This design comes from an exercise in tuning for small area, a short achievable clock period and few clock cycles per item on the open sky130 flow, not from production work.
Only simulation tests tie the RTL to the original design; equivalence was not proved.

// aes256_ctr_mode
module aes256_ctr_mode (
  input  logic         clk,
  input  logic         rst,
  input  logic [31:0]  config_register,
  output logic [31:0]  status_register,
  input  logic [255:0] input_key,
  input  logic [127:0] input_iv,
  output logic         s_axis_tready,
  input  logic         s_axis_tvalid,
  input  logic         s_axis_tlast,
  input  logic [127:0] s_axis_tdata,
  input  logic         m_axis_tready,
  output logic         m_axis_tvalid,
  output logic         m_axis_tlast,
  output logic [127:0] m_axis_tdata
);
For scale: roughly 11000 cells after synthesis, roughly 1600 flip-flops, about 710 I/O pins, about 110000 µm² of cells after synthesis.
export LEC_CHECK = 0
export CAP_MARGIN = 20
export CELL_PAD_IN_SITES_DETAIL_PLACEMENT = 1
export CELL_PAD_IN_SITES_GLOBAL_PLACEMENT = 1
export CORE_MARGIN = 2
export CORE_UTILIZATION = 45
export CTS_CLUSTER_DIAMETER = 80
export CTS_CLUSTER_SIZE = 30
export PLACE_DENSITY = 0.62
export SLEW_MARGIN = 20
create_clock -name core_clock -period 11.0 [get_ports {clk}]
standard.sh (not shown) runs the stock make flow with config.mk's settings and CLKGATE_MAP_FILE= SYNTH_SCRIPT=/design/flow/synth_recipe.tcl, a recipe that flattens the netlist after the stock synthesis.
==> flow/flow/run.sh <==
#!/bin/bash
# The standard layout (the standard flow's config.mk and SDC, ORFS's steps and scripts), with three changes:
#  - synthesis maps the logic with flow/abc.script, a shorter ABC script than ORFS's speed
#    script (one choice computation and one mapping pass, then ORFS's usual buffering and
#    sizing). Everything else in synthesis, including the flip-flop mapping, is unchanged.
#  - the port buffers that ORFS puts on every input and output are buf_2 cells instead of the
#    resizer's default choice (a slow delay buffer).
#  - ORFS's repair_timing steps aim for 7.3 ns of setup slack (SETUP_SLACK_MARGIN) instead of
#    0, so they size and buffer the paths longer than 3.7 ns. The SDC is the standard flow's, unchanged.
# The make output goes to standard_flow.log; ORFS's per-step logs are under orfs/logs/.
set -euo pipefail
here=$(pwd)
rm -rf "$here/scripts"
cp -r "$FLOW_HOME/scripts" "$here/scripts"
cp "$here/flow/abc.script" "$here/scripts/abc_speed.script"
bash standard.sh finish SCRIPTS_DIR="$here/scripts" \
  "BUFFER_PORTS_ARGS=-buffer_cell sky130_fd_sc_hd__buf_2" SETUP_SLACK_MARGIN=7.3 \
  > "$here/standard_flow.log" 2>&1
==> flow/flow/abc.script <==
&get -n
&st
&dch
&nf
&put
buffer -c
topo
stime -c
upsize -c
dnsize -c
The starting point finished clean.
Testbench counts at the start, summed over its fixed seeds: cycles 18,975, items 2,583.
Next try:
--- a/flow/config.mk
+++ b/flow/config.mk
@@ -12,4 +12,4 @@
-export CORE_UTILIZATION = 45
-export CTS_CLUSTER_DIAMETER = 80
-export CTS_CLUSTER_SIZE = 30
-export PLACE_DENSITY = 0.62
+export CORE_UTILIZATION = 55
+export CTS_CLUSTER_DIAMETER = 60
+export CTS_CLUSTER_SIZE = 20
+export PLACE_DENSITY = 0.7
Design area increases by 1.1%; utilization increases by 12 points; non-clock buffer count increases by 25; wire length increases by 6.5%; synthesized cell count stays the same; sequential share of layout area decreases by 0.34 points; register-to-register slack is worse by 90 ps; global-route usage increases by 8.7 points; clock skew decreases by 12 ps.

Setup of main:
Starting RTL as in the previous note.
// aes256_ctr_mode
module aes256_ctr_mode (
  input  logic         clk,
  input  logic         rst,
  input  logic [31:0]  config_register,
  output logic [31:0]  status_register,
  input  logic [255:0] input_key,
  input  logic [127:0] input_iv,
  output logic         s_axis_tready,
  input  logic         s_axis_tvalid,
  input  logic         s_axis_tlast,
  input  logic [127:0] s_axis_tdata,
  input  logic         m_axis_tready,
  output logic         m_axis_tvalid,
  output logic         m_axis_tlast,
  output logic [127:0] m_axis_tdata
);
export LEC_CHECK = 0
export CAP_MARGIN = 20
export CELL_PAD_IN_SITES_DETAIL_PLACEMENT = 1
export CELL_PAD_IN_SITES_GLOBAL_PLACEMENT = 1
export CORE_MARGIN = 2
export CORE_UTILIZATION = 45
export CTS_CLUSTER_DIAMETER = 70
export CTS_CLUSTER_SIZE = 25
export PLACE_DENSITY = 0.62
export SLEW_MARGIN = 20
create_clock -name core_clock -period 11.0 [get_ports {clk}]
Scripts as last shown in full above: flow/flow/run.sh, flow/flow/abc.script
In summary, main completed successfully, with a layout that passed the timing, design-rule and antenna checks.
Testbench counts of main, summed over its fixed seeds: cycles 18,975, items 2,583.
Setup changes, main to the feature branch
Settings: CTS_CLUSTER_SIZE: 25 -> 20; CTS_CLUSTER_DIAMETER: 70 -> 60.
==> comparison <==
Via count of the first global-routing pass of the feature branch exceeds that of main slightly.
Summary of the feature branch over main: wire length on met2 went up 0.96%, first-pass GRT wire length now sits at about the same level, final core utilization moved up, sequential share of layout area shows no meaningful change.
Total number of cells along the worst setup path of main is on par with the feature branch.

==> static timing again, ports no longer ideal <==
No port has a modelled driver above. Below, the same layouts with a new extraction and two added sets of constraints.
Step 1, drivers: a clkbuf_16 drives clk and a buf_2 each remaining input, both assumed.
Step 2 times the ports against the registers' clock, not the clock port: input delays grow and output delays shrink by t, the midpoint of the rising clock arrivals with the driver on.
Three values: ideal, step 1, step 2; two values: the first two.
run	t, ns	slack for setup (ns)	slew at the worst register clock pin (ns)	pins driven straight from the clock port
the first run of note 1	0.927	7.230 / 7.140 / 6.436	0.11 / 0.11	1
the second run of note 1	0.957	7.168 / 7.126 / 6.420	0.09 / 0.09	1
main	0.918	7.227 / 7.120 / 6.669	0.10 / 0.10	1
the feature branch	0.945	7.213 / 7.102 / 6.647	0.09 / 0.09	1
After both steps setup and hold are still met in every run listed. For the first run of note 1, which loses most, drivers alone change the setup slack by -0.090 ns; drivers and shift together by -0.794 ns.
